What follows belongs to an exercise in optimizing a design on an open flow for small area; a production flow would make more cautious choices.
The RTL was checked by simulation tests, not by an equivalence proof against the original design.
The clock cells of run 5 come from the design's own scripts or RTL, not from TritonCTS.
No driver is modelled on the clock port, so clock power and skew are understated where the tree is cut down; a real chip needs a root buffer or a tree.
Power figures rest on the tool's default switching activity, not on a simulated workload.

File: flow/flow/run.sh
#!/bin/bash
# The standard layout (standard.sh), with two changes:
#  - synthesis maps with an area-recovering ABC script (flow/abc_area.script)
#    in place of ORFS's; registers are mapped before ABC runs, so they are
#    the standard synthesis's;
#  - ports are buffered with sky130_fd_sc_hd__buf_1.
# Every tool's full output goes to the ORFS logs under orfs/logs; make's own
# output goes to standard.log.
set -euo pipefail
rm -rf scripts
cp -r "$FLOW_HOME/scripts" scripts
cp flow/abc_area.script scripts/abc_area.script
bash standard.sh SCRIPTS_DIR="$PWD/scripts" \
    "BUFFER_PORTS_ARGS=-buffer_cell sky130_fd_sc_hd__buf_1" \
    finish > standard.log 2>&1
File: flow/flow/abc_area.script
strash
dc2
dch
amap
mfs2
strash
dc2
dch
amap
mfs2
strash
dc2
dch
amap
mfs2
strash
dch
amap
File: flow/standard.sh
#!/bin/bash
# synth_recipe.tcl (not shown) runs the flow's synth.tcl, then flattens the netlist and writes it again
# the make line also repeats each setting of config.mk as NAME=value (left out here)
make -C /OpenROAD-flow-scripts/flow DESIGN_CONFIG=/design/flow/config.mk WORK_HOME=/design/flow/orfs CLKGATE_MAP_FILE= SYNTH_SCRIPT=/design/flow/synth_recipe.tcl "${@:-finish}"
File: flow/config.mk
export PLATFORM = sky130hd
export DESIGN_NAME = platform_top
export DESIGN_NICKNAME = platform_top
export VERILOG_FILES = /design/flow/design.v
export SDC_FILE = /design/flow/constraint.sdc
export NUM_CORES = 4
export LEC_CHECK = 0
export ABC_AREA = 1
export CAP_MARGIN = 20
export CORE_MARGIN = 2
export CORE_UTILIZATION = 40
export CTS_BUF_LIST = sky130_fd_sc_hd__clkbuf_8
export CTS_CLUSTER_DIAMETER = 120
export CTS_CLUSTER_SIZE = 24
export SLEW_MARGIN = 20
File: flow/constraint.sdc
create_clock -name core_clock -period 11.0 [get_ports {clk_25MHz}]
set_input_delay 2.2000 -clock core_clock [delete_from_list [all_inputs] [get_ports {clk_25MHz}]]
set_output_delay 2.2000 -clock core_clock [all_outputs]
set_load 0.01 [all_outputs]
File: flow/design.v
`default_nettype none
package platform_pkg;
    typedef struct packed {
        logic left;
        logic right;
        logic jump;
    } player_ctrl_t;
    typedef logic [2:0] frame_t;
    localparam logic [9:0] P0_START_X = 10'd32;
    localparam logic [9:0] P0_START_Y = 10'd320;
    localparam logic [9:0] P1_START_X = 10'd32;
    localparam logic [9:0] P1_START_Y = 10'd416;
    localparam int FRAME_TICKS = 4000;
    localparam int SPIKE_TICKS = 25000;
endpackage
`default_nettype wire
`timescale 1ns/1ps
`default_nettype none
module world_map (
    input  logic [9:0] x,
    input  logic [8:0] y,
    input  logic [2:0] open,
    output logic       wall_l,
    output logic       wall_r,
    output logic       ceiling,
    output logic       floor,
    output logic [2:0] on_plate      
);
    logic [4:0] C;
    logic [3:0] R;
    logic       xa, xb, ya, ym, y0;
    assign C  = x[9:5];
    assign R  = y[8:5];
    assign xa = &x[4:2];                           
    assign xb = |x[4:3] | (x[2] & |x[1:0]);        
    assign ya = &y[4:2];                           
    assign ym = y[4];                              
    assign y0 = ~|y[4:0];                          
    function automatic logic is(input logic [4:0] v, input int k);
        is = (v == 5'(k));
    endfunction
    logic hA, hB, hG, hH;
    assign hA = (C >= 5'd10) || (is(C, 9) && xb);
    assign hB = (C <= 5'd8) || (is(C, 9) && !xa);
    assign hG = (((is(C, 7) && !xa) || (is(C, 6) && xb)) && !open[0]) ||
                (((is(C, 12) && !xa) || (is(C, 11) && xb)) && !open[1]) ||
                (((is(C, 17) && !xa) || (is(C, 16) && xb)) && !open[2]) ||
                (is(C, 18) && xb);
    assign hH = (((is(C, 4) && !xa) || (is(C, 3) && xb)) && !open[0]) ||
                (C >= 5'd15) || (is(C, 14) && xb);
    assign floor = (R == 4'd0 && hA) ||
                   ((R == 4'd2 || R == 4'd4 || R == 4'd6) && hB) ||
                   ((R == 4'd8 || R == 4'd9) && hG) ||
                   (R == 4'd12 && hH) ||
                   (R == 4'd10 || R >= 4'd13);
    assign ceiling = ((R == 4'd1 || (R == 4'd2 && y0)) && hA) ||
                     ((R == 4'd3 || R == 4'd5 || R == 4'd7 ||
                       ((R == 4'd4 || R == 4'd6 || R == 4'd8) && y0)) && hB) ||
                     ((R == 4'd10 || (R == 4'd9 && !y0)) && hG) ||
                     (R == 4'd11 || (R == 4'd12 && y0));
    logic wA, wB, wG, wH;
    assign wA = (R == 4'd1 && !ya) || (R == 4'd0 && ym);
    assign wB = ((R == 4'd3 || R == 4'd5 || R == 4'd7) && !ya) ||
                ((R == 4'd2 || R == 4'd4 || R == 4'd6) && ym);
    assign wG = R == 4'd9 || R == 4'd10 || (R == 4'd8 && ym);
    assign wH = R == 4'd13 || (R == 4'd12 && ym);
    logic lB, lG, lH;
    assign lB = (C <= 5'd9) || (is(C, 10) && !xb);
    assign lG = (((is(C, 7) && xb) || (is(C, 8) && !xb)) && !open[0]) ||
                (((is(C, 12) && xb) || (is(C, 13) && !xb)) && !open[1]) ||
                (((is(C, 17) && xb) || (is(C, 18) && !xb)) && !open[2]);
    assign lH = ((is(C, 4) && xb) || (is(C, 5) && !xb)) && !open[0];
    assign wall_l = (C == 5'd0 && !xb) || (wB && lB) || (wG && lG) || (wH && lH);
    logic rA, rG, rH;
    assign rA = (C >= 5'd9) || (is(C, 8) && xa);
    assign rG = (is(C, 6) && !xa && !open[0]) ||
                (is(C, 11) && !xa && !open[1]) ||
                (is(C, 16) && !xa && !open[2]) ||
                is(C, 18) || (is(C, 17) && xa);
    assign rH = (((is(C, 3) && !xa) || (is(C, 2) && xa)) && !open[0]) ||
                (C >= 5'd14) || (is(C, 13) && xa);
    assign wall_r = (wA && rA) || (wG && rG) || (wH && rH);
    assign on_plate[0] = (R == 4'd10 && ((C >= 5'd2 && C <= 5'd3) || (is(C, 4) && !xa) || (is(C, 1) && xa))) ||
                         (R == 4'd13 && ((C >= 5'd5 && C <= 5'd8) || (is(C, 9) && !xa) || (is(C, 4) && xa)));
    assign on_plate[1] = R == 4'd13 && ((C >= 5'd10) || (is(C, 9) && xa));
    assign on_plate[2] = R == 4'd12 && ((C >= 5'd15) || (is(C, 14) && xa));
endmodule
`default_nettype wire
`timescale 1ns/1ps
`default_nettype none
module player_motion #(
    parameter logic [9:0] START_X = platform_pkg::P0_START_X,
    parameter logic [9:0] START_Y = platform_pkg::P0_START_Y
) (
    input  logic                       clk_25MHz,
    input  logic                       rst,
    input  logic                       step,
    input  platform_pkg::player_ctrl_t ctrl,
    input  logic [2:0]                 open,
    output logic [22:0]                state,
    output logic [2:0]                 on_plate
);
    logic [9:0] x;
    logic [8:0] y;
    logic       face_left, jumping, on_ground;
    logic       wall_l, wall_r, ceiling, floor;
    assign state = {x, 1'b0, y, face_left, jumping, on_ground};
    world_map map0 (
        .x        (x),
        .y        (y),
        .open     (open),
        .wall_l   (wall_l),
        .wall_r   (wall_r),
        .ceiling  (ceiling),
        .floor    (floor),
        .on_plate (on_plate)
    );
    function automatic logic [9:0] step5(input logic [9:0] v, input logic up, input logic dn);
        logic [9:0] t;
        logic       cu, cd;
        t[0] = up | dn;
        t[1] = (up & v[0]) | (dn & ~v[0]);
        t[2] = (up & ~(v[1] & v[0])) | (dn & (v[1] | v[0]));
        cu   = up & (v[2] | (v[1] & v[0]));
        cd   = dn & (~v[2] | (~v[1] & ~v[0]));
        for (int i = 3; i < 10; i++) begin
            t[i] = cu | cd;
            cu   = cu & v[i];
            cd   = cd & ~v[i];
        end
        step5 = t;
    endfunction
    logic go_l, go_r;
    assign go_l = step && ctrl.left && !wall_l;
    assign go_r = step && ctrl.right && !(ctrl.left && !wall_l) && !wall_r &&
                  !(x[9:5] == 5'd18 && &x[4:2]);        
    logic done, rise, fall, land;
    assign done = ceiling || (&y[4:0]) ||
                  (y[8:4] == 5'd0 && !(y[3] && y[2]));    
    assign rise = step && jumping && !done;
    assign fall = step && !jumping && !floor;
    assign land = step && !jumping && floor;
    logic [9:0] tx, ty;
    assign tx = step5(x, go_r, go_l);
    assign ty = step5({1'b0, y}, fall, rise);
    always_ff @(posedge clk_25MHz or posedge rst) begin
        if (rst) begin
            x         <= START_X;
            y         <= START_Y[8:0];
            face_left <= 1'b0;
            jumping   <= 1'b0;
            on_ground <= 1'b1;
        end else begin
            x <= x ^ tx;
            if (go_l) begin
                face_left <= 1'b1;
            end else if (go_r) begin
                face_left <= 1'b0;
            end
            y[8:5] <= y[8:5] ^ ty[8:5];
            y[4:0] <= land ? 5'd0 : (y[4:0] ^ ty[4:0]);
            if (step) begin
                jumping   <= jumping ? !done : (ctrl.jump && on_ground);
                on_ground <= !jumping && floor && !(ctrl.jump && on_ground);
            end
        end
    end
endmodule
`default_nettype wire
`timescale 1ns/1ps
`default_nettype none
module sprite_animator (
    input  logic                 clk_25MHz,
    input  logic                 rst,
    input  logic                 moving,
    output platform_pkg::frame_t frame
);
    localparam logic [11:0] LAST = 12'd770;
    localparam logic [11:0] POL  = 12'haaa;
    logic        walk;
    logic [11:0] tick_q, tick, tick_d;
    logic        restart, wrap;
    logic [2:0]  frame_next;
    assign tick    = tick_q ^ POL;
    assign restart = walk ^ moving;          
    assign wrap    = (tick == LAST);
    assign tick_d  = (restart || wrap) ? 12'd0 : {tick[10:0], ~(tick[11] ^ tick[2] ^ tick[0])};
    always_comb begin
        case (frame)
            3'd0:    frame_next = 3'd1;
            3'd1:    frame_next = 3'd2;
            3'd2:    frame_next = 3'd3;
            3'd3:    frame_next = walk ? 3'd4 : 3'd0;
            3'd4:    frame_next = 3'd5;
            default: frame_next = 3'd0;
        endcase
    end
    always_ff @(posedge clk_25MHz or posedge rst) begin
        if (rst) begin
            walk   <= 1'b0;
            tick_q <= POL;
            frame  <= '0;
        end else begin
            walk   <= moving;
            tick_q <= tick_d ^ POL;
            if (restart) begin
                frame <= '0;
            end else if (wrap) begin
                frame <= frame_next;
            end
        end
    end
endmodule
`default_nettype wire
`timescale 1ns/1ps
`default_nettype none
module spike_timer (
    input  logic clk_25MHz,
    input  logic rst,
    output logic spike_on
);
    localparam logic [15:0] START = 16'd42364;
    localparam logic [15:0] LAST  = 16'd21182;
    logic [15:0] tick;
    logic        wrap;
    assign wrap = (tick == LAST);
    always_ff @(posedge clk_25MHz or posedge rst) begin
        if (rst) begin
            tick     <= START;
            spike_on <= 1'b0;
        end else begin
            tick     <= {tick[14:0], ~(tick[15] ^ tick[6]) ^ wrap};
            spike_on <= spike_on ^ wrap;
        end
    end
endmodule
`default_nettype wire
`timescale 1ns/1ps
`default_nettype none
module platform_core (
    input  logic                       clk_25MHz,
    input  logic                       rst,
    input  logic                       step,
    input  platform_pkg::player_ctrl_t ctrl_p0,
    input  platform_pkg::player_ctrl_t ctrl_p1,
    output logic [22:0]                state_p0,
    output logic [22:0]                state_p1,
    output platform_pkg::frame_t       frame_p0,
    output platform_pkg::frame_t       frame_p1,
    output logic [2:0]                 gate_open,
    output logic                       spike_on
);
    logic [2:0] plate_p0, plate_p1;
    assign gate_open = plate_p0 | plate_p1;
    player_motion #(
        .START_X (platform_pkg::P0_START_X),
        .START_Y (platform_pkg::P0_START_Y)
    ) player_p0 (
        .clk_25MHz (clk_25MHz),
        .rst       (rst),
        .step      (step),
        .ctrl      (ctrl_p0),
        .open      (gate_open),
        .state     (state_p0),
        .on_plate  (plate_p0)
    );
    player_motion #(
        .START_X (platform_pkg::P1_START_X),
        .START_Y (platform_pkg::P1_START_Y)
    ) player_p1 (
        .clk_25MHz (clk_25MHz),
        .rst       (rst),
        .step      (step),
        .ctrl      (ctrl_p1),
        .open      (gate_open),
        .state     (state_p1),
        .on_plate  (plate_p1)
    );
    sprite_animator anim_p0 (
        .clk_25MHz (clk_25MHz),
        .rst       (rst),
        .moving    (ctrl_p0.left | ctrl_p0.right),
        .frame     (frame_p0)
    );
    sprite_animator anim_p1 (
        .clk_25MHz (clk_25MHz),
        .rst       (rst),
        .moving    (ctrl_p1.left | ctrl_p1.right),
        .frame     (frame_p1)
    );
    spike_timer spikes0 (
        .clk_25MHz (clk_25MHz),
        .rst       (rst),
        .spike_on  (spike_on)
    );
endmodule
`default_nettype wire
`timescale 1ns/1ps
`default_nettype none
module platform_top (
    input  logic        clk_25MHz,
    input  logic        rst,
    input  logic        step,
    input  logic [2:0]  ctrl_p0,
    input  logic [2:0]  ctrl_p1,
    output logic [22:0] state_p0,
    output logic [22:0] state_p1,
    output logic [2:0]  frame_p0,
    output logic [2:0]  frame_p1,
    output logic [2:0]  gate_open,
    output logic        spike_on
);
    platform_core core0 (
        .clk_25MHz (clk_25MHz),
        .rst       (rst),
        .step      (step),
        .ctrl_p0   (ctrl_p0),
        .ctrl_p1   (ctrl_p1),
        .state_p0  (state_p0),
        .state_p1  (state_p1),
        .frame_p0  (frame_p0),
        .frame_p1  (frame_p1),
        .gate_open (gate_open),
        .spike_on  (spike_on)
    );
endmodule
`default_nettype wire
==> impl_metrics.yaml, run 1 <==
pwr:
  p_clk_share_pct: 14.4
  peakVddDrop_mv: 0.116
  combinationalPowerShare_pct: 45.7
  power_switching_mw: 0.670
  internal_power_mw: 0.720
  p_leak_nw: 2.09
  p_sw_share_pct: 48.2
  power.density_nw_per_um2: 247
  pwr-share-seq_pct: 39.9
route:
  vias: 4849
  routed_wl_um: 12500
  wire_per_inst_um: 13.9
  ant_nets: 0
  drc: 0
  avgViaCountPerCell: 5.41
  drt-initial-drc-count: 465
  drt-pass1-iter-count: 6
sta:
  fin_skew_ns: 0.0121
  finalCritPeriodShare_pct: 48.7
  finalSetupViolations: 0
  hold_viol_final: 0
  rsz0062_at_grt: "no"
  max_slew_margin_pct: 38.0
  hold_slack_ns: 0.371
  tns_ns: 0
  slew_viol_final: 0
  fmax_mhz: 186
  setup_slack_ns: 5.64
  fin_crit_ns: 5.36
  tightest_slew_ns: 0.927
critical_path:
  worstReg2RegEnd: "core0.player_p1.y[8]"
  critPathArrivalTime_ns: 3.16
  cp-endpoint: "gate_open[1]"
  cp-startpoint: "core0.player_p0.x[2]"
  endpoint_kind: "primary output"
  r2r_start: "core0.player_p1.x[3]"
  r2r_setup_slack_ns: 5.78
  reg2reg_depth: 22
  crit_fanout: 7
  critical_path_required_ns: 8.80
  crit_type: "reg2out"
  cp-start-kind: "flop"
global_routing:
  grt_max_degree: 50
  grt_pass1_wl_um: 20900
  antenna_found_initial: 0
  first_global_vias: 4465
  grt_util_all_layers_pct: 19.3
  gr-total-overflow: 0
cts:
  postCtsSetupRepairBufs: 0
  cts_resized: 0
  clock_sinks: 93
  cts-root-buf: "clkbuf_8"
  clkLatencyLatePin_ns: 0.38
  cts_tree: "done"
  cts_hold_buf: 0
  clk_pin_slew_ns: 0.09
  cts-htree-levels: 3
  numCtsBuffers: 9
  cts_buffer_depth: 2
finish:
  multiInputGateArea_um2: 2330
  nets: 729
  postLayoutCellArea_um2: 5620
  layout_commonest_cell: "nor2_1"
  finish.utilization_pct: 44.9
  regArea_um2: 2360
  drive_above_1_share_pct: 6.21
  mostFrequentLayoutCells: "nor2_1 (137), nand2_1 (97), clkinv_1 (79), dfrtp_1 (63), buf_1 (62)"
  syn2layout_area_growth_pct: 10.8
  fill_cells: 1287
  num_antenna_cells: 0
place:
  place_hpwl_um: 9290
  gp_congestion: 0.979
  portBuffers: 62
  dp_slack_ns: 5.92
  place_area_um2: 5460
floorplan:
  die_y_um: 117
  initial_core_util_pct: 40.5
  fp-row-count: 41
  io_pins: 65
  core_area_um2: 12500
  fp.dieW_um: 117
  fp.dieArea_um2: 13600
yosys:
  async_flop_share_pct: 100
  ys.flop_type: "dfrtp_1"
  postSynthCellCount: 655
  synth_cell_type_count: 41
  yosysWarnings: 5
  synth_edf_count: 0
  synth.avg_cell_area_um2: 7.74
  ys_seq_area_share_pct: 46.6
  syn_area_um2: 5070
  ys_ff_latch: 93
run_status:
  status: "complete, no violations"
min_path:
  hold_class: "reg2reg"
flow_run:
  max_cap_viol_count: 0
Yosys cell counts (6+ instances only):
cell	n	area, µm²
nor4_1	6	37.5
or3_1	6	37.5
a31oi_1	9	56.3
clkinv_1	80	300
o31ai_1	6	45.0
o21ai_0	57	285
buf_4	10	75.1
o221ai_1	7	61.3
nand2_1	97	364
nor2_1	137	514
a211oi_1	8	60.1
a21oi_1	35	175
dfrtp_1	63	1580
nand3_1	17	85.1
o22ai_1	14	87.6
dfstp_2	30	788
nand4_1	6	37.5
nor3_1	20	100
cells by family after synthesis:
family	count (synthesis)	synth area share [%]
DFF	93	46.6
AOI/OAI and AO/OA	169	20.9
and+or+nand+nor	302	25.0
buffers and inverters	90	7.40
other	1	0.0739
area by class of cell:
cell class | instances | share of cell area (%)
flip-flops and latches | 93 | 42.1
clock buffers | 9 | 2.20
repair buffers | 63 | 4.28
inverters | 80 | 5.37
clock inverters | 7 | 0.690
well taps | 172 | 3.83
multi-input cells | 473 | 41.5
routing by layer:
metal	vias to the layer above	GRT usage [%]	share of wire, %
li1	2402	-	-
met3	23	6.12	6.6
met2	178	30.5	46
met5	-	0	0
met1	2246	25.6	46
met4	0	5.80	1.6
worst min path at each step:
stage / from / endpoint / slack (ns) / depth (start not counted)
global route: core0.spikes0.tick[4] / core0.spikes0.tick[5] / 0.38 / 0
floorplan: core0.spikes0.tick[0] / core0.spikes0.tick[1] / 0.35 / 0
CTS: core0.spikes0.tick[5] / core0.spikes0.tick[6] / 0.37 / 0
finish: core0.spikes0.tick[5] / core0.spikes0.tick[6] / 0.37 / 0
detailed placement: core0.spikes0.tick[0] / core0.spikes0.tick[1] / 0.35 / 0
global placement: core0.spikes0.tick[0] / core0.spikes0.tick[1] / 0.35 / 0
metrics by stage:
step                instances  power (mW)
detailed placement        881        1.19
finish                    897        1.39
global placement          881        1.18
CTS                       897        1.40
floorplan                 656        1.01
global route              897        1.52
worst max-delay path, cell delays in order, from the launching register on:
cell and delay (ns):
dfrtp_1 0.41, clkinv_1 0.10, nor3_1 0.63, clkinv_1 0.38
o21ai_0 0.44, clkinv_1 0.13, o32ai_1 0.47, buf_1 0.21
sequential cells by signal, summed over array words and instances, names as in the netlist, 3 cells and up:
register              flops
core0.anim_p1.frame       3
core0.spikes0.tick       16
core0.anim_p1.tick_q     12
core0.player_p1.y         9
core0.player_p0.y         9
core0.anim_p0.frame       3
core0.anim_p0.tick_q     12
core0.player_p1.x        10
core0.player_p0.x        10
power groups by stage:
stage,combinational (mW),sequential (mW),clock [mW]
finish,0.636,0.555,0.200
global route,0.722,0.573,0.226
CTS,0.632,0.554,0.212
detailed placement,0.629,0.559,0
global placement,0.628,0.556,0
floorplan,0.447,0.562,0
==> run 2, diff against run 1 <==
--- a/flow/config.mk
+++ b/flow/config.mk
@@ -10,6 +10,4 @@
 export CORE_MARGIN = 2
 export CORE_UTILIZATION = 40
 export CTS_BUF_LIST = sky130_fd_sc_hd__clkbuf_8
-export CTS_CLUSTER_DIAMETER = 120
-export CTS_CLUSTER_SIZE = 24
 export SLEW_MARGIN = 20
==> run 2 against run 1 <==
  * Largest cell class unchanged
  * Clock skew stayed put
  * Core utilization stayed put
  * Cell area stayed put
  * Combinational power hardly changed
  * Area after synthesis stayed put
  * Clock-buffer cell count stayed put
  * Critical path type unchanged
  * Final cell count stayed put
  * Still clean on timing, DRC and antenna
  * Wire length stayed put
  * Worst hold slack stayed put
==> impl_metrics.yaml, run 2 <==
run_status:
  status: "complete, no violations"
finish:
  largest_reg_flops: 16
  mostFrequentLayoutCells: "nor2_1 (137), nand2_1 (97), clkinv_1 (79), dfrtp_1 (63), buf_1 (62)"
  fill_cells: 1287
  reg_top3: "core0.spikes0.tick x16, core0.anim_p0.tick_q x12, core0.anim_p1.tick_q x12"
  num_antenna_cells: 0
  syn2layout_area_growth_pct: 10.8
  drive_above_1_share_pct: 6.21
  layout_commonest_cell: "nor2_1"
  regMostFlops: "core0.spikes0.tick"
  nets: 729
yosys:
  synth_cell_type_count: 41
  synth.avg_cell_area_um2: 7.74
  synth_commonest_cells: "nor2_1 (137), nand2_1 (97), clkinv_1 (80)"
  synth_edf_count: 0
  yosys.area.top_type: "dfrtp_1"
  synth_top_area_share_pct: 31.1
  ys_ff_latch: 93
  synth_area_leaders: "dfrtp_1 (31%), dfstp_2 (16%), nor2_1 (10%)"
  ys_seq_area_share_pct: 46.6
  yosysWarnings: 5
  syn_area_um2: 5070
  postSynthCellCount: 655
  ys.flop_type: "dfrtp_1"
  synth_most_common_cell: "nor2_1"
  async_flop_share_pct: 100
cts:
  clock_sinks: 93
  cts_resized: 0
  cts_buffer_depth: 2
  cts_tree: "done"
  clkLatencyLatePin_ns: 0.38
  clk_pin_slew_ns: 0.09
  numCtsBuffers: 9
  cts-htree-levels: 3
  cts_hold_buf: 0
  cts-root-buf: "clkbuf_8"
  postCtsSetupRepairBufs: 0
critical_path:
  critPathArrivalTime_ns: 3.16
  cp_top_family: "compound AO/OA/AOI/OAI gates"
  cp-start-kind: "flop"
  crit_type: "reg2out"
  cp_slowest_cell: "nor3_1"
  slowest_delay_ns: 0.63
  worst-path-buf-inv: 4
  reg2reg_depth: 22
  crit_fanout: 7
  r2r_setup_slack_ns: 5.78
  critPathMostFrequentCell: "clkinv_1"
  endpoint_kind: "primary output"
  critical_path_required_ns: 8.80
  worst-path-stages: 7
  crit_chain: "clkinv_1 -> nor3_1 -> clkinv_1 -> o21ai_0 -> clkinv_1 -> o32ai_1 -> buf_1"
place:
  portBuffers: 62
  gp_congestion: 0.979
  place_hpwl_um: 9290
global_routing:
  antenna_found_initial: 0
  grt_util_all_layers_pct: 19.3
  grt_pass1_wl_um: 20900
  gr-total-overflow: 0
  first_global_vias: 4465
  grt_max_degree: 50
sta:
  tightest_slew_ns: 0.927
  rsz0062_at_grt: "no"
  slew_viol_final: 0
  fin_crit_ns: 5.36
  finalCritPeriodShare_pct: 48.7
  max_slew_margin_pct: 38.0
  fin_skew_ns: 0.0121
  finalSetupViolations: 0
  hold_viol_final: 0
  fmax_mhz: 186
  tns_ns: 0
floorplan:
  core_area_um2: 12500
  io_pins: 65
  fp.dieW_um: 117
  fp.dieArea_um2: 13600
  die_y_um: 117
  fp-row-count: 41
  initial_core_util_pct: 40.5
route:
  ant_nets: 0
  drc: 0
  avgViaCountPerCell: 5.41
  drt-pass1-iter-count: 6
  routed_wl_um: 12500
  wire_per_inst_um: 13.9
  vias: 4849
  drt-initial-drc-count: 465
min_path:
  min_path_cells: 0
  hold_class: "reg2reg"
flow_run:
  max_cap_viol_count: 0
pwr:
  total_power_mw: 1.39
  power.density_nw_per_um2: 247
  peakVddDrop_mv: 0.116
  p_leak_nw: 2.09
==> run 2: metrics by stage <==
step | utilization [%] | hold WS [ns] | cell area (µm²) | worst slack (ns) | instances
6_report | 44.9 | 0.371 | 5620 | 5.64 | 897
5_1_grt | 44.9 | 0.377 | 5620 | 5.18 | 897
4_1_cts | 44.9 | 0.372 | 5620 | 5.67 | 897
3_5_place_dp | 43.6 | 0.355 | 5460 | 5.92 | 881
3_3_place_gp | 43.6 | 0.352 | 5460 | 5.99 | 881
2_1_floorplan | - | 0.345 | 5070 | 6.66 | 656
==> run 2: kinds of logic (layout without fill, tap and decap cells) <==
group	count (synthesis)	in the layout	synth area share (%)
other cells	1	2	0.0739
compound gates	169	169	20.9
flops	93	93	46.6
simple gates	302	302	25.0
buf+inv	90	159	7.40
==> run 2: path summary, 6_finish.rpt <==
check                                      startpoint                     end
worst max-delay path             core0.player_p0.x[2]            gate_open[1]
worst min register to register  core0.spikes0.tick[5]   core0.spikes0.tick[6]
min in group asynchronous                         rst  core0.anim_p1.frame[2]
worst max register to register   core0.player_p1.x[3]    core0.player_p1.y[8]
worst min-delay path            core0.spikes0.tick[5]   core0.spikes0.tick[6]
max in group asynchronous                         rst    core0.player_p0.y[7]
==> run 2: where the power goes <==
group	internal (mW)	switching [mW]
Combinational	0.206	0.430
Clock	0.0792	0.120
Sequential	0.435	0.120
Total	0.720	0.670
==> run 2: final cells by class <==
type                            instances  area, µm²  area share, %
Timing Repair Buffer                   63        240           4.28
Sequential cell                        93       2360           42.1
Clock buffer                            9        124           2.20
Inverter                               80        302           5.37
Clock inverter                          7       38.8          0.690
Tap cell                              172        215           3.83
Multi-Input combinational cell        473       2330           41.5
==> run 2: routing by layer <==
layer	up-vias	wire length (µm)	GRT usage [%]	share of wire, %
li1	2402	-	-	-
met1	2246	5720	25.6	46
met2	178	5720	30.5	46
met3	23	824	6.12	6.6
met4	0	201	5.80	1.6
met5	-	0	0	0
==> run 3, diff against run 2 <==
--- a/flow/config.mk
+++ b/flow/config.mk
@@ -9,5 +9,7 @@
 export CAP_MARGIN = 20
 export CORE_MARGIN = 2
 export CORE_UTILIZATION = 40
-export CTS_BUF_LIST = sky130_fd_sc_hd__clkbuf_8
+export CTS_BUF_LIST = sky130_fd_sc_hd__clkbuf_16
+export CTS_CLUSTER_DIAMETER = 200
+export CTS_CLUSTER_SIZE = 48
 export SLEW_MARGIN = 20
==> run 3 against run 2 <==
  * Still clean
  * Power up 5.9%
  * Sequential power about the same
  * Clock-buffer cell count unchanged
  * Critical path depth up 15
  * Clock power up about 40%
  * Die area unchanged
  * Global-route usage up 0.066 points
  * Non-clock buffer count unchanged
  * First-iteration DRC count up 9.5%
  * Cell area up 1.8%
  * Largest power group unchanged
  * Highest routed layer unchanged
==> impl_metrics.yaml, run 3 <==
critical_path:
  reg2reg_depth: 22
  worst-path-stages: 22
  slowest_delay_ns: 0.75
  critPathMostFrequentCell: "nor2_1"
  r2r_setup_slack_ns: 5.68
  cp_top_family: "simple AND/OR/NAND/NOR gates"
  worst-path-buf-inv: 3
  cp-endpoint: "core0.player_p1.y[8]"
  crit_chain: "clkinv_1 -> nor3_1 -> clkinv_1 -> a31oi_1 -> nor2_1 -> o221ai_1 -> clkinv_1 -> nand3_1 -> o32a_1 -> o311ai_0 -> a22oi_1 -> or3_1 -> o22ai_1 -> nor4_1 -> o21ai_0 -> nor2_1 -> nand2_1 -> nor2_1 -> nand2_1 -> nor2_1 -> a21oi_1 -> a21oi_1"
  cp-start-kind: "flop"
  cp_slowest_cell: "nor3_1"
  r2r_start: "core0.player_p1.x[3]"
  crit_fanout: 7
  critPathArrivalTime_ns: 5.60
  worstReg2RegEnd: "core0.player_p1.y[8]"
  crit_type: "reg2reg"
  critical_path_required_ns: 11.28
  endpoint_kind: "flop"
  cp-startpoint: "core0.player_p1.x[3]"
route:
  drc: 0
  avgViaCountPerCell: 5.33
  wire_per_inst_um: 13.9
  ant_nets: 0
  drt-initial-drc-count: 509
  routed_wl_um: 12400
  drt-pass1-iter-count: 7
  vias: 4782
cts:
  postCtsSetupRepairBufs: 0
  cts-htree-levels: 3
  clock_sinks: 93
  cts_tree: "done"
  clkLatencyLatePin_ns: 0.35
  cts_resized: 0
  cts_buffer_depth: 2
  clk_pin_slew_ns: 0.06
  cts_hold_buf: 0
  cts-root-buf: "clkbuf_16"
  numCtsBuffers: 9
global_routing:
  antenna_found_initial: 0
  grt_max_degree: 50
  first_global_vias: 4468
  grt_pass1_wl_um: 20900
  gr-total-overflow: 0
  grt_util_all_layers_pct: 19.4
place:
  gp_congestion: 0.979
  place_hpwl_um: 9290
  portBuffers: 62
sta:
  hold_viol_final: 0
  hold_slack_ns: 0.367
  slew_viol_final: 0
  fmax_mhz: 188
  finalSetupViolations: 0
  rsz0062_at_grt: "no"
  tns_ns: 0
  max_slew_margin_pct: 40.1
  fin_skew_ns: 0.00859
  finalCritPeriodShare_pct: 48.3
  tightest_slew_ns: 0.892
  fin_crit_ns: 5.32
yosys:
  synth_area_leaders: "dfrtp_1 (31%), dfstp_2 (16%), nor2_1 (10%)"
  yosys.area.top_type: "dfrtp_1"
  synth_most_common_cell: "nor2_1"
  ys_seq_area_share_pct: 46.6
  synth_cell_type_count: 41
  yosysWarnings: 5
  synth_commonest_cells: "nor2_1 (137), nand2_1 (97), clkinv_1 (80)"
  synth_top_area_share_pct: 31.1
  ys.flop_type: "dfrtp_1"
  postSynthCellCount: 655
  syn_area_um2: 5070
  async_flop_share_pct: 100
  synth.avg_cell_area_um2: 7.74
  synth_edf_count: 0
  ys_ff_latch: 93
floorplan:
  core_area_um2: 12500
  die_y_um: 117
  io_pins: 65
  fp.dieW_um: 117
  fp.dieArea_um2: 13600
  initial_core_util_pct: 40.5
  fp-row-count: 41
finish:
  mostFrequentLayoutCells: "nor2_1 (137), nand2_1 (97), clkinv_1 (79), dfrtp_1 (63), buf_1 (62)"
  nets: 729
  reg_top3: "core0.spikes0.tick x16, core0.anim_p0.tick_q x12, core0.anim_p1.tick_q x12"
  fill_cells: 1272
  num_antenna_cells: 0
  largest_reg_flops: 16
  syn2layout_area_growth_pct: 12.8
  layout_commonest_cell: "nor2_1"
  drive_above_1_share_pct: 6.21
  regMostFlops: "core0.spikes0.tick"
flow_run:
  max_cap_viol_count: 0
pwr:
  power.density_nw_per_um2: 257
  p_leak_nw: 2.13
  peakVddDrop_mv: 0.131
min_path:
  hold_class: "reg2reg"
run_status:
  status: "complete, no violations"
run 3: cell counts after synthesis:
No cell type changed its count.
run 3: layout make-up:
cell class	instances	area, µm²	area share, %
inverter	80	302	5.27
multi-input combinational	473	2330	40.8
clock buffer	9	225	3.94
tap	172	215	3.76
timing repair buffer	63	240	4.20
sequential	93	2360	41.3
clock inverter	7	38.8	0.678
run 3: how the worst min path moves through the flow:
stage                                      from                     to  cells after the start
after detailed placement  core0.spikes0.tick[0]  core0.spikes0.tick[1]                      0
final                     core0.spikes0.tick[5]  core0.spikes0.tick[6]                      0
after global routing      core0.spikes0.tick[4]  core0.spikes0.tick[5]                      0
after CTS                 core0.spikes0.tick[5]  core0.spikes0.tick[6]                      0
after global placement    core0.spikes0.tick[0]  core0.spikes0.tick[1]                      0
after floorplan           core0.spikes0.tick[0]  core0.spikes0.tick[1]                      0
run 3: routing by layer:
layer,wire [µm],vias to the layer above,track usage (%)
met3,777,23,5.66
met1,5780,2205,25.8
met2,5650,153,30.8
met5,0,-,0
met4,225,0,5.96
li1,-,2401,-
run 3: cell families after synthesis:
kind of cell	Yosys count	synth area share, %
other	1	0.0739
DFF	93	46.6
buffers and inverters	90	7.40
AOI/OAI and AO/OA	169	20.9
and+or+nand+nor	302	25.0
run 3: metrics by stage:
stage	util, %	worst slack [ns]	area (µm²)	total power [mW]	instances
2_1_floorplan	-	6.66	5070	1.01	656
3_3_place_gp	43.6	5.99	5460	1.18	881
3_5_place_dp	43.6	5.92	5460	1.19	881
4_1_cts	45.7	5.72	5720	1.48	897
5_1_grt	45.7	5.18	5720	1.60	897
6_report	45.7	5.68	5720	1.47	897
run 3: report_power, final:
part / internal, mW / total, mW / switching [mW]
Clock: 0.150 / 0.281 / 0.131
Sequential: 0.436 / 0.555 / 0.120
Combinational: 0.206 / 0.636 / 0.430
==> run 4, diff against run 3 <==
--- a/flow/design.v
+++ b/flow/design.v
@@ -36,54 +36,133 @@
     assign ya = &y[4:2];                           
     assign ym = y[4];                              
     assign y0 = ~|y[4:0];                          
-    function automatic logic is(input logic [4:0] v, input int k);
-        is = (v == 5'(k));
-    endfunction
-    logic hA, hB, hG, hH;
-    assign hA = (C >= 5'd10) || (is(C, 9) && xb);
-    assign hB = (C <= 5'd8) || (is(C, 9) && !xa);
-    assign hG = (((is(C, 7) && !xa) || (is(C, 6) && xb)) && !open[0]) ||
-                (((is(C, 12) && !xa) || (is(C, 11) && xb)) && !open[1]) ||
-                (((is(C, 17) && !xa) || (is(C, 16) && xb)) && !open[2]) ||
-                (is(C, 18) && xb);
-    assign hH = (((is(C, 4) && !xa) || (is(C, 3) && xb)) && !open[0]) ||
-                (C >= 5'd15) || (is(C, 14) && xb);
-    assign floor = (R == 4'd0 && hA) ||
-                   ((R == 4'd2 || R == 4'd4 || R == 4'd6) && hB) ||
-                   ((R == 4'd8 || R == 4'd9) && hG) ||
-                   (R == 4'd12 && hH) ||
-                   (R == 4'd10 || R >= 4'd13);
-    assign ceiling = ((R == 4'd1 || (R == 4'd2 && y0)) && hA) ||
-                     ((R == 4'd3 || R == 4'd5 || R == 4'd7 ||
-                       ((R == 4'd4 || R == 4'd6 || R == 4'd8) && y0)) && hB) ||
-                     ((R == 4'd10 || (R == 4'd9 && !y0)) && hG) ||
-                     (R == 4'd11 || (R == 4'd12 && y0));
-    logic wA, wB, wG, wH;
-    assign wA = (R == 4'd1 && !ya) || (R == 4'd0 && ym);
-    assign wB = ((R == 4'd3 || R == 4'd5 || R == 4'd7) && !ya) ||
-                ((R == 4'd2 || R == 4'd4 || R == 4'd6) && ym);
-    assign wG = R == 4'd9 || R == 4'd10 || (R == 4'd8 && ym);
-    assign wH = R == 4'd13 || (R == 4'd12 && ym);
-    logic lB, lG, lH;
-    assign lB = (C <= 5'd9) || (is(C, 10) && !xb);
-    assign lG = (((is(C, 7) && xb) || (is(C, 8) && !xb)) && !open[0]) ||
-                (((is(C, 12) && xb) || (is(C, 13) && !xb)) && !open[1]) ||
-                (((is(C, 17) && xb) || (is(C, 18) && !xb)) && !open[2]);
-    assign lH = ((is(C, 4) && xb) || (is(C, 5) && !xb)) && !open[0];
-    assign wall_l = (C == 5'd0 && !xb) || (wB && lB) || (wG && lG) || (wH && lH);
-    logic rA, rG, rH;
-    assign rA = (C >= 5'd9) || (is(C, 8) && xa);
-    assign rG = (is(C, 6) && !xa && !open[0]) ||
-                (is(C, 11) && !xa && !open[1]) ||
-                (is(C, 16) && !xa && !open[2]) ||
-                is(C, 18) || (is(C, 17) && xa);
-    assign rH = (((is(C, 3) && !xa) || (is(C, 2) && xa)) && !open[0]) ||
-                (C >= 5'd14) || (is(C, 13) && xa);
+    logic hA;
+    assign hA =
+        ((C >= 5'd10)) ||
+        ((C >= 5'd9) && xb);
+    logic hB;
+    assign hB =
+        ((C <= 5'd8)) ||
+        ((C == 5'd9) && !xa);
+    logic hG;
+    assign hG =
+        ((C == 5'd7) && !xa && !open[0]) ||
+        ((C == 5'd6) && xb && !open[0]) ||
+        ((C == 5'd12) && !xa && !open[1]) ||
+        ((C == 5'd11) && xb && !open[1]) ||
+        ((C == 5'd17) && !xa && !open[2]) ||
+        ((C == 5'd16) && xb && !open[2]) ||
+        ((C >= 5'd18) && xb);
+    logic hH;
+    assign hH =
+        ((C == 5'd4) && !xa && !open[0]) ||
+        ((C == 5'd3) && xb && !open[0]) ||
+        ((C >= 5'd15)) ||
+        ((C == 5'd14) && xb);
+    logic fA;
+    assign fA =
+        ((R == 4'd0));
+    logic fB;
+    assign fB =
+        ((R == 4'd2)) ||
+        ((R == 4'd4)) ||
+        ((R == 4'd6));
+    logic fG;
+    assign fG =
+        ((R == 4'd8)) ||
+        ((R == 4'd9));
+    logic fH;
+    assign fH =
+        ((R >= 4'd12));
+    logic fF;
+    assign fF =
+        ((R == 4'd10)) ||
+        ((R >= 4'd13));
+    logic cA;
+    assign cA =
+        ((R == 4'd1)) ||
+        ((R <= 4'd2) && y0);
+    logic cB;
+    assign cB =
+        ((R == 4'd3)) ||
+        ((R == 4'd5)) ||
+        ((R == 4'd7)) ||
+        ((R == 4'd4) && y0) ||
+        ((R == 4'd6) && y0) ||
+        ((R == 4'd8) && y0);
+    logic cG;
+    assign cG =
+        ((R == 4'd10)) ||
+        ((R == 4'd9) && !y0);
+    logic cF;
+    assign cF =
+        ((R == 4'd11)) ||
+        ((R == 4'd12) && y0);
+    logic wA;
+    assign wA =
+        ((R == 4'd1) && !ya) ||
+        ((R == 4'd0) && ym);
+    logic wB;
+    assign wB =
+        ((R == 4'd3) && !ya) ||
+        ((R == 4'd5) && !ya) ||
+        ((R == 4'd7) && !ya) ||
+        ((R == 4'd2) && ym) ||
+        ((R == 4'd4) && ym) ||
+        ((R == 4'd6) && ym);
+    logic wG;
+    assign wG =
+        ((R == 4'd9)) ||
+        ((R == 4'd10)) ||
+        ((R == 4'd8) && ym);
+    logic wH;
+    assign wH =
+        ((R == 4'd13)) ||
+        ((R == 4'd12) && ym);
+    logic lB;
+    assign lB =
+        ((C <= 5'd9)) ||
+        ((C == 5'd10) && !xb);
+    logic lG;
+    assign lG =
+        ((C == 5'd7) && xb && !open[0]) ||
+        ((C == 5'd8) && !xb && !open[0]) ||
+        ((C == 5'd12) && xb && !open[1]) ||
+        ((C == 5'd13) && !xb && !open[1]) ||
+        ((C == 5'd17) && xb && !open[2]) ||
+        ((C == 5'd18) && !xb && !open[2]);
+    logic lH;
+    assign lH =
+        ((C == 5'd4) && xb && !open[0]) ||
+        ((C == 5'd5) && !xb && !open[0]);
+    logic l0;
+    assign l0 =
+        ((C == 5'd0) && !xb);
+    logic rA;
+    assign rA =
+        ((C >= 5'd9)) ||
+        ((C >= 5'd8) && xa);
+    logic rG;
+    assign rG =
+        ((C == 5'd6) && !xa && !open[0]) ||
+        ((C == 5'd11) && !xa && !open[1]) ||
+        ((C == 5'd16) && !xa && !open[2]) ||
+        ((C == 5'd18)) ||
+        ((C == 5'd17) && xa);
+    logic rH;
+    assign rH =
+        ((C == 5'd3) && !xa && !open[0]) ||
+        ((C == 5'd2) && xa && !open[0]) ||
+        ((C >= 5'd14)) ||
+        ((C >= 5'd13) && xa);
+    assign floor = (fA && hA) || (fB && hB) || (fG && hG) || (fH && hH) || (fF);
+    assign ceiling = (cA && hA) || (cB && hB) || (cG && hG) || (cF);
+    assign wall_l = (l0) || (wB && lB) || (wG && lG) || (wH && lH);
     assign wall_r = (wA && rA) || (wG && rG) || (wH && rH);
-    assign on_plate[0] = (R == 4'd10 && ((C >= 5'd2 && C <= 5'd3) || (is(C, 4) && !xa) || (is(C, 1) && xa))) ||
-                         (R == 4'd13 && ((C >= 5'd5 && C <= 5'd8) || (is(C, 9) && !xa) || (is(C, 4) && xa)));
-    assign on_plate[1] = R == 4'd13 && ((C >= 5'd10) || (is(C, 9) && xa));
-    assign on_plate[2] = R == 4'd12 && ((C >= 5'd15) || (is(C, 14) && xa));
+    assign on_plate[0] = (R == 4'd10 && ((C >= 5'd2 && C <= 5'd3) || (C == 5'd4 && !xa) || (C == 5'd1 && xa))) ||
+                         (R == 4'd13 && ((C >= 5'd5 && C <= 5'd8) || (C == 5'd9 && !xa) || (C == 5'd4 && xa)));
+    assign on_plate[1] = R == 4'd13 && ((C >= 5'd10) || (C == 5'd9 && xa));
+    assign on_plate[2] = R == 4'd12 && ((C >= 5'd15) || (C == 5'd14 && xa));
 endmodule
 `default_nettype wire
 `timescale 1ns/1ps
--- a/flow/config.mk
+++ b/flow/config.mk
@@ -9,7 +9,5 @@
 export CAP_MARGIN = 20
 export CORE_MARGIN = 2
 export CORE_UTILIZATION = 40
-export CTS_BUF_LIST = sky130_fd_sc_hd__clkbuf_16
-export CTS_CLUSTER_DIAMETER = 200
-export CTS_CLUSTER_SIZE = 48
+export CTS_BUF_LIST = sky130_fd_sc_hd__clkbuf_8
 export SLEW_MARGIN = 20
==> run 4 against run 3 <==
  * Non-clock buffer count grew 1
  * Clock power shrank 21%
  * First-iteration DRC count shrank 39%
  * Synthesized cell count shrank 0.92%
  * Critical path type unchanged
  * Largest cell class unchanged
  * Largest power group unchanged
==> impl_metrics.yaml, run 4 <==
finish:
  reg_top3: "core0.spikes0.tick x16, core0.anim_p0.tick_q x12, core0.anim_p1.tick_q x12"
  nets: 726
  mostFrequentLayoutCells: "nor2_1 (143), clkinv_1 (78), nand2_1 (72), dfrtp_1 (63), buf_1 (62)"
  regArea_um2: 2360
  multiInputGateArea_um2: 2330
  layout_commonest_cell: "nor2_1"
  regMostFlops: "core0.spikes0.tick"
  drive_above_1_share_pct: 6.79
  num_antenna_cells: 0
  finish.utilization_pct: 45.2
  fill_cells: 1263
  largest_reg_flops: 16
  syn2layout_area_growth_pct: 11.7
pwr:
  p_leak_nw: 2.11
  peakVddDrop_mv: 0.130
  power.density_nw_per_um2: 270
yosys:
  synth_most_common_cell: "nor2_1"
  ys_seq_area_share_pct: 46.9
  synth_area_leaders: "dfrtp_1 (31%), dfstp_2 (16%), nor2_1 (11%)"
  ys_ff_latch: 93
  async_flop_share_pct: 100
  syn_area_um2: 5050
  synth.avg_cell_area_um2: 7.78
  synth_top_area_share_pct: 31.2
  synth_edf_count: 0
  yosys.area.top_type: "dfrtp_1"
  yosysWarnings: 4
  postSynthCellCount: 649
  synth_cell_type_count: 42
  synth_commonest_cells: "nor2_1 (143), clkinv_1 (79), nand2_1 (72)"
  ys.flop_type: "dfrtp_1"
global_routing:
  grt_pass1_wl_um: 21500
  antenna_found_initial: 0
  grt_util_all_layers_pct: 20.1
  first_global_vias: 4437
  gr-total-overflow: 0
  grt_max_degree: 48
critical_path:
  crit_type: "reg2reg"
  cp_top_family: "compound AO/OA/AOI/OAI gates"
  worst-path-buf-inv: 4
  slowest_delay_ns: 0.77
  r2r_start: "core0.player_p1.x[3]"
  cp-start-kind: "flop"
  critical_path_required_ns: 11.28
  cp-endpoint: "core0.player_p1.x[9]"
  r2r_setup_slack_ns: 5.48
  reg2reg_depth: 23
  worst-path-stages: 23
  endpoint_kind: "flop"
  cp-startpoint: "core0.player_p1.x[3]"
  crit_fanout: 10
  worstReg2RegEnd: "core0.player_p1.x[9]"
  cp_slowest_cell: "a2111oi_0"
  crit_chain: "clkinv_1 -> nor3_1 -> clkinv_1 -> nand2_1 -> o21ai_0 -> o21ai_0 -> clkinv_1 -> o221ai_1 -> or3_1 -> nor2_1 -> a21oi_1 -> or2_0 -> a31oi_1 -> a2111oi_0 -> o21ai_0 -> nor3_1 -> nand2_1 -> nor2_1 -> o22ai_1 -> clkinv_1 -> o21ai_0 -> nor2_1 -> a21oi_1"
  critPathArrivalTime_ns: 5.81
floorplan:
  initial_core_util_pct: 40.5
  fp-row-count: 41
  core_area_um2: 12500
  die_y_um: 116
  fp.dieArea_um2: 13500
  fp.dieW_um: 116
  io_pins: 65
sta:
  hold_viol_final: 0
  fin_skew_ns: 0.0202
  finalCritPeriodShare_pct: 50.2
  tns_ns: 0
  rsz0062_at_grt: "no"
  fin_crit_ns: 5.52
  fmax_mhz: 181
  max_slew_margin_pct: 34.2
  hold_slack_ns: 0.369
  tightest_slew_ns: 0.962
  finalSetupViolations: 0
  slew_viol_final: 0
cts:
  clk_pin_slew_ns: 0.11
  cts_buffer_depth: 2
  postCtsSetupRepairBufs: 0
  cts-root-buf: "clkbuf_8"
  cts_resized: 0
  cts_tree: "done"
  clkLatencyLatePin_ns: 0.39
  numCtsBuffers: 9
  clock_sinks: 93
  cts_hold_buf: 0
  cts-htree-levels: 3
route:
  ant_nets: 0
  avgViaCountPerCell: 5.35
  wire_per_inst_um: 14.4
  routed_wl_um: 12900
  vias: 4787
  drt-initial-drc-count: 310
  drt-pass1-iter-count: 5
  drc: 0
flow_run:
  max_cap_viol_count: 0
place:
  portBuffers: 62
  gp_congestion: 0.958
  place_hpwl_um: 9740
min_path:
  hold_class: "reg2reg"
  min_path_cells: 0
run_status:
  status: "complete, no violations"
## run 4: cell count changes after synthesis, moves of 3 or more
| cell | change |
|---|---|
| nand3_1 | +3 |
| a21oi_1 | +14 |
| nor2_1 | +6 |
| o21ai_0 | -10 |
| nor2b_1 | +3 |
| nand2_1 | -25 |
| nor3_1 | +11 |
| o211ai_1 | +3 |
| o21a_1 | +3 |
| o41ai_1 | +3 |
| o221ai_1 | -4 |
| o32a_1 | -3 |
| or3_1 | +6 |
## run 4: report_power, final
group / switching [mW] / internal, mW
sequential: 0.134 / 0.445
combinational: 0.492 / 0.230
clock: 0.136 / 0.0859
total: 0.763 / 0.761
## run 4: cells by family (layout without fill, tap and decap cells)
| logic type | Yosys count | in the layout | synth area share [%] |
|---|---|---|---|
| flops | 93 | 93 | 46.9 |
| buf+inv | 87 | 159 | 7.07 |
| compound gates | 168 | 168 | 20.6 |
| simple gates | 300 | 300 | 25.4 |
| other cells | 1 | 2 | 0.0743 |
## run 4: how the worst min path moves through the flow
stage / start / endpoint / slack (ns)
finish: core0.spikes0.tick[2] / core0.spikes0.tick[3] / 0.37
global route: core0.spikes0.tick[2] / core0.spikes0.tick[3] / 0.37
CTS: core0.spikes0.tick[2] / core0.spikes0.tick[3] / 0.37
detailed placement: core0.spikes0.tick[2] / core0.spikes0.tick[3] / 0.36
global placement: core0.spikes0.tick[2] / core0.spikes0.tick[3] / 0.36
floorplan: core0.spikes0.tick[0] / core0.spikes0.tick[1] / 0.35
## run 4: per-layer routing
metal	part of all wire, %	global-route usage (%)	wire [µm]
met1	46	26.8	5960
met2	46	31.6	5890
met3	6.4	5.71	822
met4	1.8	6.67	234
met5	0	0	0
## run 4: layout make-up
class                      count  area share, %
multi-input combinational    470           41.3
clock buffer                   9           2.20
inverter                      79           5.29
tap                          172           3.82
sequential                    93           42.0
timing repair buffer          64           4.40
clock inverter                 7          0.999
## run 4: worst register-to-register path: stages (launching register included)
cell	delay, ns
dfrtp_1	0.44
clkinv_1	0.15
nor3_1	0.54
clkinv_1	0.35
nand2_1	0.18
o21ai_0	0.09
o21ai_0	0.12
clkinv_1	0.10
o221ai_1	0.66
or3_1	0.23
nor2_1	0.06
a21oi_1	0.13
or2_0	0.12
a31oi_1	0.08
a2111oi_0	0.77
o21ai_0	0.34
nor3_1	0.38
nand2_1	0.12
nor2_1	0.13
o22ai_1	0.11
clkinv_1	0.07
o21ai_0	0.10
nor2_1	0.11
a21oi_1	0.05
## run 4: stage by stage
stage	cell area, µm²	instances	power (mW)	worst slack [ns]
5_1_grt	5630	894	1.67	4.76
6_report	5630	894	1.52	5.48
4_1_cts	5630	894	1.53	5.53
3_3_place_gp	5450	878	1.30	5.65
2_1_floorplan	5050	650	1.08	6.47
3_5_place_dp	5450	878	1.30	5.55
==> run 5, diff against run 4 <==
--- a/flow/design.v
+++ b/flow/design.v
@@ -254,8 +254,9 @@
     input  logic                 moving,
     output platform_pkg::frame_t frame
 );
-    localparam logic [11:0] LAST = 12'd770;
-    localparam logic [11:0] POL  = 12'haaa;
+    localparam logic [11:0] START = 12'haaa;
+    localparam logic [11:0] LAST  = 12'd2472;
+    localparam logic [11:0] POL   = 12'haaa;
     logic        walk;
     logic [11:0] tick_q, tick, tick_d;
     logic        restart, wrap;
@@ -263,7 +264,7 @@
     assign tick    = tick_q ^ POL;
     assign restart = walk ^ moving;          
     assign wrap    = (tick == LAST);
-    assign tick_d  = (restart || wrap) ? 12'd0 : {tick[10:0], ~(tick[11] ^ tick[2] ^ tick[0])};
+    assign tick_d  = (restart || wrap) ? START : {tick[10:0], ~(tick[11] ^ tick[2] ^ tick[0])};
     always_comb begin
         case (frame)
             3'd0:    frame_next = 3'd1;
@@ -277,7 +278,7 @@
     always_ff @(posedge clk_25MHz or posedge rst) begin
         if (rst) begin
             walk   <= 1'b0;
-            tick_q <= POL;
+            tick_q <= START ^ POL;
             frame  <= '0;
         end else begin
             walk   <= moving;
==> flow/flow/run.sh (replaced) <==
#!/bin/bash
# The standard layout (standard.sh), with three changes:
#  - synthesis maps with an area-recovering ABC script (flow/abc_area.script)
#    in place of ORFS's; registers are mapped before ABC runs, so they are
#    the standard synthesis's;
#  - ports are buffered with sky130_fd_sc_hd__buf_1;
#  - the clock tree is one level of 6 clkbuf_8 (flow/pre_cts.tcl).
# Every tool's full output goes to the ORFS logs under orfs/logs; make's own
# output goes to standard.log.
set -euo pipefail
rm -rf scripts
cp -r "$FLOW_HOME/scripts" scripts
cp flow/abc_area.script scripts/abc_area.script
bash standard.sh SCRIPTS_DIR="$PWD/scripts" \
    "BUFFER_PORTS_ARGS=-buffer_cell sky130_fd_sc_hd__buf_1" \
    PRE_CTS_TCL="$PWD/flow/pre_cts.tcl" \
    finish > standard.log 2>&1
==> flow/flow/manual_cts.tcl (new file) <==
# Builds the clock tree by hand: the clock port drives one ROOTNAME buffer,
# which drives NBUF leaf buffers of type BUFNAME, each placed at the centre of
# the flip-flops it drives (the root at the centre of the leaves). The
# flip-flops are split into a grid of groups of equal size by position (columns
# by x, then rows by y within each column).
proc manual_clock_tree {nbuf bufname rootname} {
  set db [ord::get_db]
  set block [ord::get_db_block]
  set clknet [$block findNet clk_25MHz]
  set master [$db findMaster $bufname]
  set sinks {}
  foreach it [$clknet getITerms] {
    set inst [$it getInst]
    set loc [$inst getLocation]
    lappend sinks [list [lindex $loc 0] [lindex $loc 1] $it]
  }
  # the port drives one root buffer, which drives the leaf buffers
  set root [odb::dbInst_create $block [$db findMaster $rootname] clkbuf_manual_root]
  set rootnet [odb::dbNet_create $block clknet_manual_root]
  $rootnet setSigType CLOCK
  [$root findITerm A] connect $clknet
  [$root findITerm X] connect $rootnet
  set lx 0; set ly 0; set nl 0
  # split sinks into a grid of gx columns by gy rows of equal counts
  set gx [expr {int(ceil(sqrt($nbuf)))}]
  set gy [expr {int(ceil(double($nbuf) / $gx))}]
  set sinks [lsort -integer -index 0 $sinks]
  set n [llength $sinks]
  set groups {}
  for {set i 0} {$i < $gx} {incr i} {
    set col [lrange $sinks [expr {($i * $n) / $gx}] [expr {(($i + 1) * $n) / $gx - 1}]]
    set col [lsort -integer -index 1 $col]
    set m [llength $col]
    for {set j 0} {$j < $gy} {incr j} {
      lappend groups [lrange $col [expr {($j * $m) / $gy}] [expr {(($j + 1) * $m) / $gy - 1}]]
    }
  }
  set k -1
  foreach grp $groups {
    incr k
    if {[llength $grp] == 0} continue
    set sx 0; set sy 0
    foreach s $grp { set sx [expr {$sx + [lindex $s 0]}]; set sy [expr {$sy + [lindex $s 1]}] }
    set cx [expr {$sx / [llength $grp]}]; set cy [expr {$sy / [llength $grp]}]
    set inst [odb::dbInst_create $block $master clkbuf_manual_$k]
    set net [odb::dbNet_create $block clknet_manual_$k]
    $net setSigType CLOCK
    [$inst findITerm A] connect $rootnet
    [$inst findITerm X] connect $net
    foreach s $grp {
      set it [lindex $s 2]
      $it disconnect
      $it connect $net
    }
    $inst setLocation $cx $cy
    $inst setPlacementStatus PLACED
    set lx [expr {$lx + $cx}]; set ly [expr {$ly + $cy}]; incr nl
  }
  $root setLocation [expr {$lx / $nl}] [expr {$ly / $nl}]
  $root setPlacementStatus PLACED
  $clknet setSigType CLOCK
}
==> flow/flow/pre_cts.tcl (new file) <==
# Sourced by ORFS's cts.tcl before it builds the clock tree (PRE_CTS_TCL).
# TritonCTS's H-tree for this design always has 8 leaf buffers, a root and
# dummy loads; this replaces it by a two-level tree: the clock port drives one
# clkbuf_4, which drives 6 clkbuf_8, each at the centre of the sixth of the
# flip-flops it drives. The rest of cts.tcl (placement legalisation and timing
# repair) runs as usual.
source [file join [file dirname [info script]] manual_cts.tcl]
rename clock_tree_synthesis orfs_clock_tree_synthesis
proc clock_tree_synthesis {args} {
  manual_clock_tree 6 sky130_fd_sc_hd__clkbuf_8 sky130_fd_sc_hd__clkbuf_4
}
--- a/flow/config.mk
+++ b/flow/config.mk
@@ -9,5 +9,4 @@
 export CAP_MARGIN = 20
 export CORE_MARGIN = 2
 export CORE_UTILIZATION = 40
-export CTS_BUF_LIST = sky130_fd_sc_hd__clkbuf_8
 export SLEW_MARGIN = 20
==> run 5 against run 4 <==
  * Worst hold slack better by 0.0031 ns
  * Area after synthesis down 0.42%
  * Final cell count fell by 1.7%
  * Cell area down 2.0%
  * Combinational power fell by 15%
  * Fmax shrank 0.72%
  * Critical endpoint is now gate_open[0]
  * Largest power group unchanged
  * Highest routed layer unchanged
==> impl_metrics.yaml, run 5 <==
run_status:
  status: "complete, no violations"
yosys:
  ys.flop_type: "dfrtp_1"
  synth.avg_cell_area_um2: 7.78
  postSynthCellCount: 646
  synth_area_leaders: "dfrtp_1 (37%), nor2_1 (11%), dfstp_2 (9.4%)"
  synth_top_area_share_pct: 37.4
  async_flop_share_pct: 100
  synth_commonest_cells: "nor2_1 (152), dfrtp_1 (75), clkinv_1 (73)"
  ys_seq_area_share_pct: 46.8
  synth_edf_count: 0
  syn_area_um2: 5020
  yosys.area.top_type: "dfrtp_1"
  ys_ff_latch: 93
  synth_most_common_cell: "nor2_1"
  synth_cell_type_count: 39
  yosysWarnings: 4
place:
  place_area_um2: 5430
  place_hpwl_um: 9620
  dp_cells: 871
  portBuffers: 62
  gp_congestion: 0.906
floorplan:
  core_area_um2: 12200
  io_pins: 65
  fp.dieW_um: 116
  die_y_um: 116
  fp-row-count: 40
  initial_core_util_pct: 41.3
  fp.dieArea_um2: 13500
finish:
  regArea_um2: 2350
  nets: 721
  postLayoutCellArea_um2: 5520
  reg_top3: "core0.spikes0.tick x16, core0.anim_p0.tick_q x12, core0.anim_p1.tick_q x12"
  multiInputGateArea_um2: 2340
  layout_commonest_cell: "nor2_1"
  largest_reg_flops: 16
  drive_above_1_share_pct: 3.94
  finish.utilization_pct: 45.4
  regMostFlops: "core0.spikes0.tick"
  mostFrequentLayoutCells: "nor2_1 (152), dfrtp_1 (75), clkinv_1 (72), nand2_1 (71), buf_1 (62)"
  fill_cells: 1257
  syn2layout_area_growth_pct: 9.86
  fin_cells: 879
sta:
  finalCritPeriodShare_pct: 50.6
  tightest_slew_ns: 0.968
  tns_ns: 0
  slew_viol_final: 0
  fin_crit_ns: 5.56
  rsz0062_at_grt: "no"
  fmax_mhz: 180
  hold_viol_final: 0
  max_slew_margin_pct: 35.3
  fin_skew_ns: 0.0167
  finalSetupViolations: 0
global_routing:
  grt_util_all_layers_pct: 19.1
  first_global_vias: 4452
  antenna_found_initial: 1
  grt_max_degree: 49
  grt_pass1_wl_um: 21500
  gr-total-overflow: 0
route:
  avgViaCountPerCell: 5.41
  vias: 4758
  drt-pass1-iter-count: 6
  wire_per_inst_um: 14.3
  drt-initial-drc-count: 386
  ant_nets: 0
  drc: 0
  routed_wl_um: 12600
critical_path:
  crit_fanout: 8
  reg2reg_depth: 23
  critical_path_required_ns: 8.80
  endpoint_kind: "primary output"
  r2r_setup_slack_ns: 5.83
  cp-endpoint: "gate_open[0]"
  worstReg2RegEnd: "core0.player_p1.x[9]"
  r2r_start: "core0.player_p1.x[9]"
  critPathArrivalTime_ns: 3.36
  cp-startpoint: "core0.player_p1.x[9]"
  crit_type: "reg2out"
  cp-start-kind: "flop"
pwr:
  power.density_nw_per_um2: 245
  peakVddDrop_mv: 0.135
  p_leak_nw: 2.07
cts:
  clkLatencyLatePin_ns: 0.46
  postCtsSetupRepairBufs: 0
  clk_pin_slew_ns: 0.11
  cts_hold_buf: 0
  cts_resized: 0
flow_run:
  max_cap_viol_count: 0
min_path:
  hold_class: "reg2reg"
  min_path_cells: 0
run 5: cell types whose count changed in the layout (fill, tap and decap cells not counted), moves of 5 or more:
| cell | delta |
|---|---|
| dfrtp_1 | +12 |
| dfstp_2 | -12 |
| nor2_1 | +9 |
| nand3_1 | -8 |
| clkinv_1 | -6 |
| or3_1 | -5 |
run 5: critical path: stages, from the launching register on:
cell	delay [ns]
dfrtp_1	0.49
nor2_1	0.25
clkinv_1	0.17
nor4_1	0.48
nor2_1	0.09
nor2_1	0.10
o22ai_1	0.08
a211oi_1	0.74
clkinv_1	0.31
buf_1	0.20
run 5: final cells by class:
| type | count | share of cell area (%) |
|---|---|---|
| multi-input cells | 473 | 42.5 |
| well taps | 168 | 3.81 |
| plain buffers | 7 | 1.63 |
| inverters | 73 | 4.99 |
| repair buffers | 64 | 4.49 |
| flip-flops and latches | 93 | 42.6 |
| diodes | 1 | 0.0453 |
run 5: kinds of logic after synthesis:
kind of cell / synth area share [%]
flip-flops: 46.8
buffers and inverters: 6.65
AND/OR/NAND/NOR: 25.5
AO/OA/AOI/OAI: 21.0
other: 0.0746
run 5: metal layers:
layer	wire, µm	vias to the layer above	share of wire, %	global-route usage (%)
met1	5770	2178	46	27.9
met4	303	0	2.4	3.65
met5	0	-	0	0
li1	-	2389	-	-
met3	878	29	7.0	2.67
met2	5620	162	45	30.7
run 5: metrics by stage:
step	hold WS, ns	setup WS, ns	total power, mW
after floorplan	0.345	6.52	1.00
after global placement	0.356	6.05	1.20
after detailed placement	0.358	5.89	1.20
after CTS	0.360	5.85	1.31
after global routing	0.381	5.08	1.49
final	0.372	5.44	1.35
run 5: worst min path at each step:
stage                          start                    end  slack [ns]
2_1_floorplan  core0.spikes0.tick[0]  core0.spikes0.tick[1]        0.35
3_3_place_gp   core0.spikes0.tick[5]  core0.spikes0.tick[6]        0.36
3_5_place_dp   core0.spikes0.tick[2]  core0.spikes0.tick[3]        0.36
4_1_cts        core0.spikes0.tick[3]  core0.spikes0.tick[4]        0.36
5_1_grt        core0.spikes0.tick[3]  core0.spikes0.tick[4]        0.38
6_report       core0.spikes0.tick[3]  core0.spikes0.tick[4]        0.37
run 5: power by group:
group          internal (mW)  switching, mW  leakage (nW)  total, mW
Sequential             0.446          0.138          1.09      0.584
Clock                 0.0530          0.102        0.0477      0.155
Combinational          0.200          0.414         0.931      0.614
Total                  0.699          0.654          2.07       1.35

-- port drivers added, routing unchanged --
The results above use ideal ports. As a check the final layouts listed here were re-extracted and re-timed, cells and wires unchanged. Step 1 assumes that a clkbuf_16 drives the clock port and a buf_2 every other input. Step 2, shift: input delay + t, output delay - t, t = (earliest + latest rising clock arrival at the registers) / 2. This alone moves slack from input paths to output paths. Slacks: ideal ports / drivers / drivers and shift; pairs: ideal ports / drivers.
run	t (ns)	slack for setup (ns)	hold WS [ns]	worst slew at a driven data input, ns
run 1	0.407	5.638 / 5.603 / 5.778	0.371 / 0.371 / 0.371	0.04
run 2	0.407	5.638 / 5.603 / 5.778	0.371 / 0.371 / 0.371	0.04
run 3	0.387	5.684 / 5.644 / 5.684	0.367 / 0.367 / 0.367	0.04
run 4	0.419	5.475 / 5.475 / 5.475	0.369 / 0.369 / 0.369	0.03
run 5	0.481	5.435 / 5.401 / 5.828	0.372 / 0.372 / 0.372	0.05
After both steps every run listed still meets setup and hold.
